This design comes from an exercise in tuning for small area and a short achievable clock period on the open sky130 flow, not from production work. Function was checked by simulation only, so behaviour that the tests miss may differ from the original. Power and IR drop assume default switching activity.

## flow/flow/run.sh

```bash
#!/bin/bash
# Standard layout (the standard.sh, unchanged synthesis), with:
#  - repair_timing aiming for a larger setup slack, so the achieved clock
#    period (not just the 17 ns target) is optimised;
#  - port buffers of a plain buf_2 cell (the resizer still sizes them).
set -euo pipefail
bash standard.sh SETUP_SLACK_MARGIN=9 "BUFFER_PORTS_ARGS=-buffer_cell sky130_fd_sc_hd__buf_2" finish > standard.log 2>&1
```

## flow/standard.sh

```bash
#!/bin/bash
# synth_recipe.tcl (not shown) runs the flow's synth.tcl, then flattens the netlist and writes it again
# the make line also repeats each setting of config.mk as NAME=value (left out here)
make -C /OpenROAD-flow-scripts/flow DESIGN_CONFIG=/design/flow/config.mk WORK_HOME=/design/flow/orfs CLKGATE_MAP_FILE= SYNTH_SCRIPT=/design/flow/synth_recipe.tcl "${@:-finish}"
```

## flow/config.mk

```make
export PLATFORM = sky130hd
export DESIGN_NAME = maf_rr_scheduler
export DESIGN_NICKNAME = maf_rr_scheduler
export VERILOG_FILES = /design/flow/design.v
export SDC_FILE = /design/flow/constraint.sdc
export NUM_CORES = 4
export LEC_CHECK = 0
export CAP_MARGIN = 20
export CORE_MARGIN = 2
export CORE_UTILIZATION = 65
export CTS_BUF_LIST = sky130_fd_sc_hd__clkbuf_16
export CTS_CLUSTER_DIAMETER = 120
export CTS_CLUSTER_SIZE = 24
export SLEW_MARGIN = 20
```

## flow/constraint.sdc

```tcl
create_clock -name core_clock -period 17.0 [get_ports {clk}]
set_input_delay 3.4000 -clock core_clock [delete_from_list [all_inputs] [get_ports {clk}]]
set_output_delay 3.4000 -clock core_clock [all_outputs]
set_load 0.01 [all_outputs]
```

## flow/design.v

```verilog
module maf_rr_scheduler (
  input  logic        clk,
  input  logic        rst,
  input  logic [3:0]  in_valid,
  input  logic [39:0] in_data,
  output logic [3:0]  in_ready,
  input  logic [3:0]  clr,
  output logic        out_valid,
  input  logic        out_ready,
  output logic [9:0]  out_data,
  output logic [1:0]  out_ch,
  output logic        out_primed
);
  localparam logic [9:0] Q0 = 10'd477;
  localparam logic [6:0] R0 = 7'd13;
  function automatic logic [19:0] cadd10(input logic [9:0] a, input logic [9:0] b);
    logic [9:0] g, p, gg, pp, s0, s1;
    g  = a & b;
    p  = a ^ b;
    gg = g;
    pp = p;
    for (int l = 0; l < 4; l++) begin
      for (int i = 0; i < 10; i++) begin
        if (((i >> l) & 1) == 1) begin
          gg[i] = gg[i] | (pp[i] & gg[((i >> l) << l) - 1]);
          pp[i] = pp[i] & pp[((i >> l) << l) - 1];
        end
      end
    end
    s0[0] = p[0];
    s1[0] = ~p[0];
    for (int i = 1; i < 10; i++) begin
      s0[i] = p[i] ^ gg[i-1];
      s1[i] = p[i] ^ (gg[i-1] | pp[i-1]);
    end
    cadd10 = {s1, s0};
  endfunction
  function automatic logic [19:0] csa10(input logic [9:0] a, input logic [9:0] b,
                                        input logic [9:0] c, input logic ci);
    logic [9:0] s, k;
    s = a ^ b ^ c;
    k = (a & b) | (a & c) | (b & c);
    csa10 = {k[8:0], ci, s};
  endfunction
  function automatic logic [15:0] incdec8(input logic [7:0] x);
    logic [7:0] ci, bi;
    ci[0] = 1'b1;
    bi[0] = 1'b1;
    for (int i = 1; i < 8; i++) begin
      ci[i] = ci[i-1] & x[i-1];
      bi[i] = bi[i-1] & ~x[i-1];
    end
    incdec8 = {x ^ bi, x ^ ci};
  endfunction
  logic [3:0][13:0][9:0] hist_q;
  logic [3:0][9:0]       q_q;
  logic [3:0][6:0]       r_q;
  logic [3:0][3:0]       fill_q;
  logic [1:0]            last_q;
  logic [3:0]            lasth_q;    
  logic        out_valid_q;
  logic [9:0]  out_a_q;      
  logic [6:0]  out_t_q;      
  logic [1:0]  out_ch_q;
  logic        out_primed_q;
  logic [3:0] elig, gnt;
  logic [1:0] grant;
  logic       found, space, take, accept;
  assign elig  = in_valid & ~clr;
  assign found = |elig;
  always_comb begin
    case (last_q)
      2'd0:    gnt = elig[1] ? 4'b0010 : elig[2] ? 4'b0100 : elig[3] ? 4'b1000 : elig[0] ? 4'b0001 : 4'b0000;
      2'd1:    gnt = elig[2] ? 4'b0100 : elig[3] ? 4'b1000 : elig[0] ? 4'b0001 : elig[1] ? 4'b0010 : 4'b0000;
      2'd2:    gnt = elig[3] ? 4'b1000 : elig[0] ? 4'b0001 : elig[1] ? 4'b0010 : elig[2] ? 4'b0100 : 4'b0000;
      default: gnt = elig[0] ? 4'b0001 : elig[1] ? 4'b0010 : elig[2] ? 4'b0100 : elig[3] ? 4'b1000 : 4'b0000;
    endcase
  end
  assign grant    = {gnt[3] | gnt[2], gnt[3] | gnt[1]};
  assign space    = !out_valid_q || out_ready;
  assign take     = found && space;
  assign accept   = take && !rst;
  always_comb begin
    for (int i = 0; i < 4; i++) begin
      logic blk;
      blk = 1'b0;
      for (int j = 0; j < 4; j++)
        for (int l = 0; l < 4; l++)
          if (j != i && ((j - l + 3) % 4) < ((i - l + 3) % 4))
            blk = blk | (elig[j] & lasth_q[l]);
      in_ready[i] = elig[i] & !blk & space & !rst;
    end
  end
  logic [3:0][9:0] samp;
  logic [3:0][6:0] rr;
  logic [3:0][7:0] dd;
  logic [3:0][5:0] sd;
  logic [3:0]      prim, empty;
  always_comb begin
    for (int i = 0; i < 4; i++) begin
      samp[i]  = in_data[10*i +: 10] ^ 10'h200;
      prim[i]  = fill_q[i][3] & fill_q[i][2] & fill_q[i][1];
      empty[i] = fill_q[i] == 4'd0;
      rr[i]    = empty[i] ? 7'd13 :
                 {{4{r_q[i][6]}}, r_q[i][6:4]} + {3'b0, r_q[i][3:0]};
      dd[i]    = (empty[i] ? 8'd0 : {{5{r_q[i][6]}}, r_q[i][6:4]})
                 + {2'b0, samp[i][9:4]} + {6'b0, samp[i][9:8]};
      sd[i]    = {2'b0, samp[i][3:0]} + {2'b0, samp[i][7:4]} + {4'b0, samp[i][9:8]};
    end
  end
  logic [3:0] gq, go;
  logic       ge, gp;
  logic [9:0] q_g, o_g;
  logic [5:0] sd_g;
  logic [6:0] rr_g;
  logic [7:0] dd_g;
  logic       primed;
  always_comb begin
    gq     = gnt & ~empty;
    go     = gnt & prim;
    ge     = |(gnt & empty);
    gp     = |(gnt & ~prim);
    q_g    = ge ? Q0 : 10'd0;
    o_g    = gp ? 10'd512 : 10'd0;
    rr_g   = '0;
    dd_g   = '0;
    sd_g   = '0;
    for (int i = 0; i < 4; i++) begin
      q_g    = q_g    | (gq[i]  ? q_q[i]          : 10'd0);
      o_g    = o_g    | (go[i]  ? hist_q[i][13]   : 10'd0);
      rr_g   = rr_g   | (gnt[i] ? rr[i]           : 7'd0);
      dd_g   = dd_g   | (gnt[i] ? dd[i]           : 8'd0);
      sd_g   = sd_g   | (gnt[i] ? sd[i]           : 6'd0);
    end
    primed = |go;
  end
  logic [19:0] ad_t, cs_r, ad_r, ad_y, cs_n1, ad_n;
  logic [6:0]  t, po, r_new;
  logic [9:0]  a, y, quot, q_new;
  assign ad_t  = cadd10({3'b0, rr_g}, {4'b0, sd_g});
  assign t     = ad_t[6:0];
  assign ad_y  = cadd10(q_g, {{2{dd_g[7]}}, dd_g});
  assign a     = ad_y[9:0];
  logic [7:0]  ah;
  logic [1:0]  al;
  logic [15:0] id_a;
  logic [7:0]  ahm, ahp;
  logic [6:0]  to;
  logic        nz;
  logic [4:0]  fo;
  logic [5:0]  cm, cp;      
  logic [4:0]  sg;          
  logic [4:0]  cr;          
  logic [5:0]  mo;          
  logic        sm, sp, s0;
  logic        hm7, hp7;
  logic [1:0]  yl;
  assign ah    = out_a_q[9:2];
  assign al    = out_a_q[1:0];
  assign to    = out_t_q;
  assign id_a  = incdec8(ah);
  assign ahp   = id_a[7:0];
  assign ahm   = id_a[15:8];
  always_comb begin
    nz    = !(to == 7'd0 || to == 7'd15 || to == 7'd30 || to == 7'd45);
    fo[0] = to[6];
    fo[1] = !to[6] && to < 7'd15;
    fo[2] = !to[6] && to >= 7'd15 && to < 7'd30;
    fo[3] = !to[6] && to >= 7'd30 && to < 7'd45;
    fo[4] = !to[6] && to >= 7'd45;
    cm    = {5'b0, al == 2'd0};
    cp    = {1'b1, al != 2'd0, al[1], al == 2'd3, 2'b00};
    hm7   = ah[7] ^ ~|ah[6:0];
    hp7   = ah[7] ^ &ah[6:0];
    for (int f = 0; f < 5; f++) begin
      sg[f] = cm[f] ? hm7 : cp[f] ? hp7 : ah[7];
      cr[f] = nz && !sg[f];
    end
    mo[0] = fo[0] && !cr[0];
    for (int j = 1; j < 5; j++)
      mo[j] = (fo[j] && !cr[j]) || (fo[j-1] && cr[j-1]);
    mo[5] = fo[4] && cr[4];
    sm = |(mo & cm);
    sp = |(mo & cp);
    s0 = !sm && !sp;
    yl = '0;
    for (int j = 0; j < 6; j++)
      if (mo[j]) yl = yl | (al + 2'(j - 1));
    y = {({8{sm}} & ahm) | ({8{sp}} & ahp) | ({8{s0}} & ah), yl};
  end
  assign quot  = y ^ 10'h200;
  assign po    = {3'b0, o_g[3:0]} + {3'b0, o_g[7:4]} + {5'b0, o_g[9:8]};
  assign ad_r  = cadd10({3'b0, t}, {3'b111, ~po});
  assign r_new = ad_r[16:10];
  logic [6:0] ob;
  assign ob    = {1'b0, o_g[9:4]} + {5'b0, o_g[9:8]};
  assign cs_n1 = csa10(q_g, {{2{dd_g[7]}}, dd_g}, ~{3'b0, ob}, 1'b1);
  assign ad_n  = cadd10(cs_n1[9:0], cs_n1[19:10]);
  assign q_new = ad_n[9:0];
  always_ff @(posedge clk) begin
    for (int i = 0; i < 4; i++)
      if (take && gnt[i]) begin
        hist_q[i] <= {hist_q[i][12:0], samp[i]};
        q_q[i]    <= q_new;
        r_q[i]    <= r_new;
      end
  end
  always_ff @(posedge clk or posedge rst) begin
    if (rst) begin
      fill_q       <= '0;
      last_q       <= 2'd3;
      lasth_q      <= 4'b1000;
      out_valid_q  <= 1'b0;
      out_a_q      <= 10'd512;    
      out_t_q      <= '0;
      out_ch_q     <= '0;
      out_primed_q <= 1'b0;
    end else begin
      for (int i = 0; i < 4; i++) begin
        if (clr[i])
          fill_q[i] <= '0;
        else if (take && gnt[i] && fill_q[i] != 4'd15)
          fill_q[i] <= fill_q[i] + 4'd1;
      end
      if (take) begin
        last_q       <= grant;
        lasth_q      <= gnt;
        out_valid_q  <= 1'b1;
        out_a_q      <= a;
        out_t_q      <= t;
        out_ch_q     <= grant;
        out_primed_q <= primed;
      end else if (out_ready) begin
        out_valid_q  <= 1'b0;
      end
    end
  end
  assign out_valid  = out_valid_q;
  assign out_data   = quot;
  assign out_ch     = out_ch_q;
  assign out_primed = out_primed_q;
endmodule
```

==> results of run 1 <==
[power groups by stage]
stage / sequential, mW / clock, mW / combinational, mW
2_1_floorplan: 2.07 / 0 / 0.513
3_3_place_gp: 2.08 / 0 / 0.709
3_5_place_dp: 2.09 / 0 / 0.727
4_1_cts: 2.05 / 0.810 / 0.739
5_1_grt: 2.07 / 0.861 / 0.844
6_report: 2.05 / 0.785 / 0.760
[how the worst max path moves through the flow]
stage / to / slack, ps / cells past startpoint
finish: in_ready[3] / 9060 / 6
global route: q_q[9]$_DFFE_PP_ / 8940 / 25
CTS: q_q[9]$_DFFE_PP_ / 8960 / 25
detailed placement: q_q[9]$_DFFE_PP_ / 7770 / 23
global placement: q_q[19]$_DFFE_PP_ / 7910 / 23
floorplan: fill_q[11]$_DFFE_PP0P_ / 7000 / 8
[logic make-up (layout without fill, tap and decap cells)]
group           Yosys count  in the layout  synth area share, %
flops                   671            671                 74.2
simple gates            256            256                 4.63
compound gates          229            229                 6.21
fa+ha+maj               187            187                 10.1
buf+inv                 127            262                 1.84
xor+xnor                 82             82                 2.67
mux                      10             10                0.400
other cells               0              1                    0
[metal layers]
metal	wire, µm	part of all wire [%]	vias up
met4	686	1.4	0
met5	0	0	-
met2	23600	50	337
met1	20800	44	6404
li1	-	-	6060
met3	2540	5.3	44
[synth_stat cells, drive strengths merged (10+ instances only)]
cell	instances	area share (%)
and2	14	0.33
a21oi	44	0.82
nor3	21	0.41
a21o	38	1.1
xor2	26	0.85
fa	49	3.6
clkbuf	16	0.22
edfxtp	628	70
nor2b	11	0.26
nand4	12	0.30
a222oi	10	0.37
nor2	68	0.95
inv	104	1.5
a22o	12	0.39
a22oi	18	0.50
ha	137	6.4
o21ai	33	0.61
dfrtp	39	3.6
nand3	21	0.39
xnor2	56	1.8
nand2	76	1.1
o21bai	11	0.31
[flip-flops by register name, indices dropped and copies added, names as in the netlist, 2 cells and up]
register and flops:
fill_q 16, lasth_q 4, out_t_q 7, last_q 2
out_ch_q 2, r_q 28, out_a_q 10, q_q 40
hist_q 560
[what timing repair did]
item                       in CTS  in global routing
pin swaps                       4                 26
gates resized for setup        15                 32
buffers inserted                5                 11
setup endpoints to repair      12                 12
[area by class of cell]
cell class,instances,area (µm²),area share [%]
flip-flops and latches,671,19900,68.2
repair buffers,101,633,2.17
diodes,1,2.50,0.00857
inverters,104,390,1.34
multi-input cells,764,6710,23.0
clock inverters,26,97.6,0.334
well taps,532,666,2.28
clock buffers,31,776,2.66
[metrics by stage]
| stage | setup slack [ps] | cells | hold slack, ps | power (mW) |
|---|---|---|---|---|
| 2_1_floorplan | 7000 | 1562 | 400 | 2.58 |
| 3_3_place_gp | 7910 | 2156 | 401 | 2.79 |
| 3_5_place_dp | 7770 | 2156 | 405 | 2.82 |
| 4_1_cts | 8960 | 2218 | 410 | 3.60 |
| 5_1_grt | 8940 | 2229 | 417 | 3.77 |
| 6_report | 9060 | 2230 | 408 | 3.60 |
==> results.txt, run 1 <==
Most common cell after layout, fill and taps aside - edfxtp_1
Clock buffer depth - 3
Final core occ - 71.6%
RSZ-0062 raised after global routing - yes
Post-layout min period - 7940 ps
Die Wd - 207 µm
Synthesized instance count - 1,562
Hpwl dp - 33,300 µm
DR vias/cell - 5.76
CORE AREA - 40,800 µm²
CTS tree - yes
Post-synth cell types - 69
Clock latency on the worst-skew pair - 600 ps
Status - complete, no violations
Routed Antenna Nets - 0
Post-synthesis sequential area ratio - 74.2%
Combinational share of power - 21.1%
CP Data Required Time - 13,600 ps
Fillers - 2,576
Setup Skew - 22.2 ps
Final slew viol count - 0
Net switching power - 0.984 mW
R2r worst-path depth - 24
CTS buffer count - 31
WHS Endpoint - hist_q[450]$_DFFE_PP_
Post-Syn Area - 26,900 µm²
Pwr Density - 123 nW/µm²
Final Cell Area - 29,200 µm²
TNS Setup - 0 ps
Initial antenna violation count - 0
Fmax - 0.126 GHz
1st-iter DRT viols - 1,175
Worst Hold Depth - 0
Worst-margin pin slew - 1230 ps
R2R Path End - q_q[9]$_DFFE_PP_
Lkg Pwr - 10.8 nW
Reg2Reg Launch Point - fill_q[4]$_DFFE_PP0P_
Internal Pwr Total - 2.61 mW
CP delay by family, top - compound AO/OA/AOI/OAI gates
FFs w/ async S/R, synth - 6.41%
Starting density of the core - 65.8%
Gr usage total - 22.3%
Critical path cell sequence - buf_6, nor2b_2, a21oi_1, o21ai_0, a211oi_2, buf_2
Ratio of cells with drive above 1 in the final layout - 11.7%
Critical path's slowest cell - a211oi_2
Area grow syn2layout - 8.70%
Met3 Resource Use GR - 3.04%
Total grt overflow - 0
Met2 Usage GRT - 37.2%
Vias - 12,800
YS warnings - 1
Number of detailed-route iterations in the first pass - 6
Post-synth EDFFs - 628
Crit path from - in_valid[1]
Synth Flop Type - edfxtp_1
DRC violations left - 0
Clock transition at the registers of the reported paths - 100 ps
Layout Nets - 1,910
Port buffer count - 68
#FFs+latches synth - 671
Die extent in y - 207 µm
GR Util met1 - 32.4%
Hold Fails Final Rpt - 0
Final setup fails - 0
Max-Cap Viols - 0
Worst reg-to-reg setup slack - 10,610 ps
Hold Startpoint - hist_q[440]$_DFFE_PP_
GR peak layer - met2
Syn nets - 1,799
Setup crit start kind - input pin
WS Path Type - input pin to output port
Slew HR - 17.9%
Final cycle utilization of the critical path - 46.7%
Synth Area per Inst - 17.2 µm²
Part of the power in registers - 57.1%
CTS Sinks - 671
Critical Path AT - 4540 ps
Hold Path Class - register to register
Die area - 43,000 µm²
H-tree Lvls - 1
CP Capture Type - output port
Clock share of power - 21.8%
Average wire per standard cell - 21.3 µm
Root Driver - clkbuf_16
Drt total wl - 47,600 µm
Pin count of the biggest net entering global routing - 165
GP Congestion - 0.914
Row count - 74
Max IR drop VDD - 96.4 µV
First-pass GRT wire length - 73,200 µm
CP Max Fanout - 3
Vias in the first global route - 12,700
Number of top-level pins - 69
Placement Cell Area - 28,000 µm²
Slowest cell delay on critical path - 310 ps
Switching Share - 27.3%
Most frequent cells in the layout - 628 x edfxtp_1, 134 x ha_1, 129 x inv_1
Hold_buf cts - 0
Worst Path Buf+Inv - 2
==> inputs of run 2 (changes only) <==
--- a/flow/flow/run.sh
+++ b/flow/flow/run.sh
@@ -6,2 +6,2 @@
 set -euo pipefail
-bash standard.sh SETUP_SLACK_MARGIN=9 "BUFFER_PORTS_ARGS=-buffer_cell sky130_fd_sc_hd__buf_2" finish > standard.log 2>&1
+bash standard.sh SETUP_SLACK_MARGIN=10 "BUFFER_PORTS_ARGS=-buffer_cell sky130_fd_sc_hd__buf_2" finish > standard.log 2>&1
==> run 2 against run 1 <==
Clock-buffer cell count unchanged. Via count increased by 1.9%. Largest cell class unchanged. Total power increased by 3.4%. Non-clock buffer count up 50. Largest power group unchanged.
==> results.txt, run 2 <==
TNS Setup - 0 ps
Most common cell after layout, fill and taps aside - edfxtp_1
Most frequent cell after synthesis - edfxtp_1
1st-iter DRT viols - 1,168
WS Path Type - input pin to output port
Dpl cells - 2,158
Row count - 74
YS warnings - 1
Fillers - 2,441
CP Max Fanout - 2
Met2 Usage GRT - 39.2%
Vias in the first global route - 13,300
Routed Antenna Nets - 0
Max IR drop VDD - 92.9 µV
Ratio of cells with drive above 1 in the final layout - 18.0%
Largest register FFs - 560
RSZ-0062 raised after global routing - yes
CTS tree - yes
Status - complete, no violations
Post-synth cell types - 69
Initial antenna violation count - 0
CP Data Required Time - 13,600 ps
Lkg Pwr - 11.1 nW
GP Congestion - 0.945
Vias - 13,100
Gr usage total - 23.7%
CTS Sinks - 671
#FFs+latches synth - 671
Die area - 43,000 µm²
Layout Nets - 1,960
Synth top area share - 70.2%
Clock buffer depth - 3
Number of detailed-route iterations in the first pass - 5
Pwr Density - 124 nW/µm²
Post-layout min period - 7690 ps
Setup crit start kind - input pin
Max-Cap Viols - 0
Port buffer count - 68
Post-synth EDFFs - 628
CORE AREA - 40,800 µm²
Final cycle utilization of the critical path - 45.2%
Worst-margin pin slew - 1050 ps
Post-synthesis sequential area ratio - 74.2%
Final setup fails - 0
GR Util met1 - 34.5%
Slew HR - 30.0%
Clock latency on the worst-skew pair - 630 ps
Met3 Resource Use GR - 2.68%
Syn nets - 1,799
Setup Skew - 35.1 ps
N_diodes - 0
DRC violations left - 0
Hold_buf cts - 0
Total grt overflow - 0
Drt total wl - 49,900 µm
GR peak layer - met2
Hpwl dp - 34,500 µm
Critical Path AT - 4290 ps
Reg2Reg Launch Point - fill_q[4]$_DFFE_PP0P_
Crit path from - in_valid[0]
First-pass GRT wire length - 77,000 µm
Hold Startpoint - hist_q[385]$_DFFE_PP_
Area grow syn2layout - 11.8%
Post-Syn Area - 26,900 µm²
Worst reg-to-reg setup slack - 11,210 ps
DR vias/cell - 5.74
Top cells by count, synth - 628 x edfxtp_1, 137 x ha_1, 104 x inv_1
Post-Layout Cell Count - 2,280
Number of top-level pins - 69
Largest regs - hist_q: 560 flops, q_q: 40 flops, r_q: 28 flops
Synthesized instance count - 1,562
CTS buffer count - 31
Synth Area per Inst - 17.2 µm²
Average wire per standard cell - 21.9 µm
Largest cells by area after synthesis - edfxtp_1 70%, ha_1 6.4%, fa_1 3.6%
Fmax - 0.130 GHz
Clock transition at the registers of the reported paths - 90 ps
FFs w/ async S/R, synth - 6.41%
Die Wd - 207 µm
CP Capture Type - output port
Hold Fails Final Rpt - 0
Synth Flop Type - edfxtp_1
Root Driver - clkbuf_16
H-tree Lvls - 1
Area leader, netlist - edfxtp_1
Final slew viol count - 0
Most flop-heavy register - hist_q
Hold Path Class - register to register
Most frequent cells in the layout - 628 x edfxtp_1, 131 x ha_1, 120 x inv_1
Die extent in y - 207 µm
Pin count of the biggest net entering global routing - 86
Starting density of the core - 65.8%
-- run 2: power by group --
group	leakage (nW)	internal, mW	total (mW)	switching [mW]
combinational	4.34	0.370	0.878	0.508
sequential	6.28	1.99	2.05	0.0697
clock	0.525	0.333	0.790	0.457
-- run 2: path summary, 6_finish.rpt --
check / to / depth (start not counted)
max: in_ready[1] / 7
min reg2reg: hist_q[395]$_DFFE_PP_ / 0
min in group asynchronous: fill_q[9]$_DFFE_PP0P_ / 2
max in group asynchronous: out_a_q[9]$_DFFE_PP1P_ / 3
max reg2reg: q_q[29]$_DFFE_PP_ / 25
min: hist_q[395]$_DFFE_PP_ / 0
-- run 2: per-layer routing --
layer	wire, µm	share of wire, %	vias up
li1	-	-	6158
met1	21600	43	6553
met2	24900	50	318
met3	2120	4.3	65
met4	1270	2.5	0
met5	0	0	-
-- run 2: kinds of logic after synthesis --
logic type,count (synthesis),synth area share [%]
AOI/OAI and AO/OA,229,6.21
xor gates and xnor gates,82,2.67
adders and majority gates,187,10.1
buffers and inverters,127,1.84
DFF,671,74.2
muxes,10,0.400
and+or+nand+nor,256,4.63
-- run 2: layout make-up --
type	count	area [µm²]	area share [%]
flip-flops and latches	671	19900	66.4
multi-input cells	764	7030	23.4
repair buffers	151	1130	3.75
clock buffers	31	776	2.58
well taps	532	666	2.22
inverters	104	395	1.32
clock inverters	27	106	0.354
-- run 2: repair_timing --
| action | in CTS | in global routing |
|---|---|---|
| endpoints found under the setup margin | 55 | 54 |
| pin swaps | 64 | 46 |
| buffers inserted | 50 | 13 |
| resized for setup | 90 | 45 |
-- run 2: worst max-delay path: stages --
cell,delay [ps]
buf_8,100
nor2b_4,130
a21oi_2,120
a21o_1,120
nand2_2,60
a211oi_2,180
buf_2,170
-- run 2: metrics by stage --
stage          power [mW]  utilization, %  hold WS [ps]  worst slack [ps]  instance area [µm²]
3_5_place_dp         2.83            68.8           405              7900                28100
6_report             3.72            73.6           416              9310                30000
4_1_cts              3.69            72.8           404              9240                29700
5_1_grt              3.91            73.6           425              9210                30000
3_3_place_gp         2.81            68.8           400              8000                28100
2_1_floorplan        2.59               -           400              7000                27100
==> inputs of run 3 (changes only) <==
--- a/flow/flow/run.sh
+++ b/flow/flow/run.sh
@@ -6,2 +6,2 @@
 set -euo pipefail
-bash standard.sh SETUP_SLACK_MARGIN=10 "BUFFER_PORTS_ARGS=-buffer_cell sky130_fd_sc_hd__buf_2" finish > standard.log 2>&1
+bash standard.sh SETUP_SLACK_MARGIN=11 "BUFFER_PORTS_ARGS=-buffer_cell sky130_fd_sc_hd__buf_2" finish > standard.log 2>&1
==> run 3 against run 2 <==
Non-clock buffer count rose by 43. Combinational power rose by 23%. Critical path type unchanged. Synthesized area did not move. Still clean. Total power rose by 5.1%.
==> results.txt, run 3 <==
Clock transition at the registers of the reported paths - 100 ps
Number of top-level pins - 69
Die extent in y - 207 µm
Setup crit start kind - input pin
Worst Path Buf+Inv - 4
CP Max Fanout - 4
Most frequent cell after synthesis - edfxtp_1
Internal Pwr Total - 2.81 mW
Max-Cap Viols - 0
Layout Nets - 2,003
Most common cell after layout, fill and taps aside - edfxtp_1
CP Capture Type - output port
Fillers - 2,361
CP Data Required Time - 13,600 ps
GR peak layer - met2
Number of detailed-route iterations in the first pass - 6
Most frequent cells in the layout - 628 x edfxtp_1, 126 x ha_1, 104 x inv_1
Initial antenna violation count - 1
DR vias/cell - 5.81
DRC violations left - 0
FFs w/ async S/R, synth - 6.41%
Slew HR - 31.7%
Most flop-heavy register - hist_q
Synthesized instance count - 1,562
YS warnings - 1
Gr usage total - 23.5%
Area leader, netlist - edfxtp_1
Largest register FFs - 560
Post-synthesis sequential area ratio - 74.2%
CP delay by family, top - buffers and inverters
Final setup fails - 0
CTS tree - yes
Drt total wl - 51,500 µm
CTS Sinks - 671
Dpl cells - 2,157
Part of the power in registers - 52.6%
Post-synth cell types - 69
GP Congestion - 0.933
Routed Antenna Nets - 0
Synth Flop Type - edfxtp_1
Clock share of power - 19.7%
Switching Share - 28.2%
CTS buffer count - 31
Port buffer count - 68
Combinational share of power - 27.7%
Die area - 43,000 µm²
Met3 Resource Use GR - 2.63%
Final worst slack - 9250 ps
Synth top area share - 70.2%
First-pass GRT wire length - 76,100 µm
Status - complete, no violations
Critical path cell sequence - buf_12, buf_4, buf_6, nor2b_4, a21oi_2, o21ai_2, a211oi_2, buf_2
Largest regs - hist_q: 560 flops, q_q: 40 flops, r_q: 28 flops
Post-Layout Cell Count - 2,309
Hold Path Class - register to register
Row count - 74
Slowest cell delay on critical path - 210 ps
Syn nets - 1,799
Pwr Density - 127 nW/µm²
Post-layout min period - 7750 ps
WS Path Type - input pin to output port
Worst-margin pin slew - 1020 ps
Critical Path AT - 4350 ps
Clock latency on the worst-skew pair - 610 ps
Critical path's slowest cell - o21ai_2
Average wire per standard cell - 22.3 µm
Post-Syn Area - 26,900 µm²
GR Util met1 - 33.4%
Die Wd - 207 µm
Final cycle utilization of the critical path - 45.6%
Lkg Pwr - 11.4 nW
RSZ-0062 raised after global routing - yes
Max IR drop VDD - 92.8 µV
Top cells by count, synth - 628 x edfxtp_1, 137 x ha_1, 104 x inv_1
Setup Skew - 47.6 ps
Net switching power - 1.10 mW
Hold Fails Final Rpt - 0
Power consumption - 3.91 mW
Area grow syn2layout - 14.2%
Ratio of cells with drive above 1 in the final layout - 22.8%
Synth Area per Inst - 17.2 µm²
Pin count of the biggest net entering global routing - 89
Hold_buf cts - 0
H-tree Lvls - 1
Root Driver - clkbuf_16
1st-iter DRT viols - 1,072
Total grt overflow - 0
N_diodes - 0
Fmax - 0.129 GHz
Starting density of the core - 65.8%
TNS Setup - 0 ps
Post-synth EDFFs - 628
Hpwl dp - 34,200 µm
CORE AREA - 40,800 µm²
Vias in the first global route - 13,200
Met2 Usage GRT - 40.0%
Final core occ - 75.2%
Pre-CTS setup slack - 7730 ps
Clock buffer depth - 3
Largest cells by area after synthesis - edfxtp_1 70%, ha_1 6.4%, fa_1 3.6%
Final slew viol count - 0
#FFs+latches synth - 671
Vias - 13,400
[run 3: cell counts after synthesis]
Identical to the previous run, type by type.
[run 3: path summary, 6_finish.rpt]
check | startpoint | end | slack [ps] | cells after the start
max | clr[1] | in_ready[3] | 9250 | 8
min | hist_q[423]$_DFFE_PP_ | hist_q[433]$_DFFE_PP_ | 410 | 0
max reg2reg | fill_q[4]$_DFFE_PP0P_ | q_q[29]$_DFFE_PP_ | 11130 | 25
min reg2reg | hist_q[423]$_DFFE_PP_ | hist_q[433]$_DFFE_PP_ | 410 | 0
max in group asynchronous | rst | out_t_q[4]$_DFFE_PP0P_ | 13310 | 2
min in group asynchronous | rst | fill_q[3]$_DFFE_PP0P_ | 3030 | 2
[run 3: what timing repair did]
item                       CTS  global route
gates resized for setup    143            86
hold endpoints to repair     0             0
setup endpoints to repair  253           179
pin swaps                   82            41
buffers inserted            81            27
[run 3: cells by family (layout without fill, tap and decap cells)]
logic type	Yosys count	in the layout	share of synthesized area [%]
fa+ha+maj	187	187	10.1
simple gates	256	256	4.63
compound gates	229	229	6.21
xor+xnor	82	82	2.67
mux	10	10	0.400
buf+inv	127	342	1.84
flops	671	671	74.2
[run 3: through the flow]
stage	cell area [µm²]	hold WS (ps)
after floorplan	27100	400
after global placement	28100	400
after detailed placement	28100	405
after CTS	30100	415
after global routing	30700	421
final	30700	412
[run 3: power by group through the flow]
| stage | Sequential [mW] | Clock, mW | Combinational (mW) |
|---|---|---|---|
| global route | 2.07 | 0.845 | 1.16 |
| detailed placement | 2.09 | 0 | 0.734 |
| floorplan | 2.07 | 0 | 0.518 |
| global placement | 2.08 | 0 | 0.714 |
| finish | 2.06 | 0.772 | 1.08 |
| CTS | 2.05 | 0.799 | 0.922 |
[run 3: cell type report]
cell class	count	area (µm²)	area share (%)
Timing Repair Buffer	194	1490	4.85
Sequential cell	671	19900	65.0
Clock inverter	13	48.8	0.159
Clock buffer	31	776	2.53
Multi-Input combinational cell	764	7390	24.1
Inverter	104	390	1.27
Tap cell	532	666	2.17
[run 3: routing by layer]
layer	up-vias	wire length [µm]
li1	6239	-
met1	6738	21700
met2	361	26100
met3	80	2560
met4	2	1060
met5	-	13
[run 3: worst reg2reg max path, delay by kind of cell, from the launching register on]
family | cells | cell delay [ps]
flip-flops | 1 | 440
AO/OA/AOI/OAI | 5 | 840
XOR/XNOR | 4 | 660
buffers and inverters | 4 | 390
AND/OR/NAND/NOR | 6 | 1180
adder cells (fa/ha/maj) | 6 | 2080

-- what the ideal ports hide --
No port has a modelled driver above. Below, the same layouts with a new extraction and two added sets of constraints. Step 1 (the two cells are an assumption about what drives the block):
set clk [get_ports {clk}]
set_driving_cell -lib_cell sky130_fd_sc_hd__clkbuf_16 $clk
set_driving_cell -lib_cell sky130_fd_sc_hd__buf_2 [delete_from_list [all_inputs] $clk]
Step 2 adds t to the input delays and takes it off the output delays; t is the mean of the earliest and latest rising clock arrival at the registers after step 1. Input paths then give back, and output paths get back, about the clock's delay inside the block. Three values: no drivers, after step 1, after step 2; two values: the first two.
run	shift t [ns]	slack for setup (ns)	hold WS [ns]
run 1	0.651	9.064 / 9.017 / 8.454	0.408 / 0.408 / 0.408
run 2	0.660	9.311 / 9.271 / 8.739	0.416 / 0.416 / 0.416
run 3	0.650	9.247 / 9.179 / 8.629	0.412 / 0.412 / 0.412
After both steps every run listed still meets setup and hold. For run 3, which loses most, drivers alone change the setup slack by -0.068 ns; drivers and shift together by -0.618 ns.
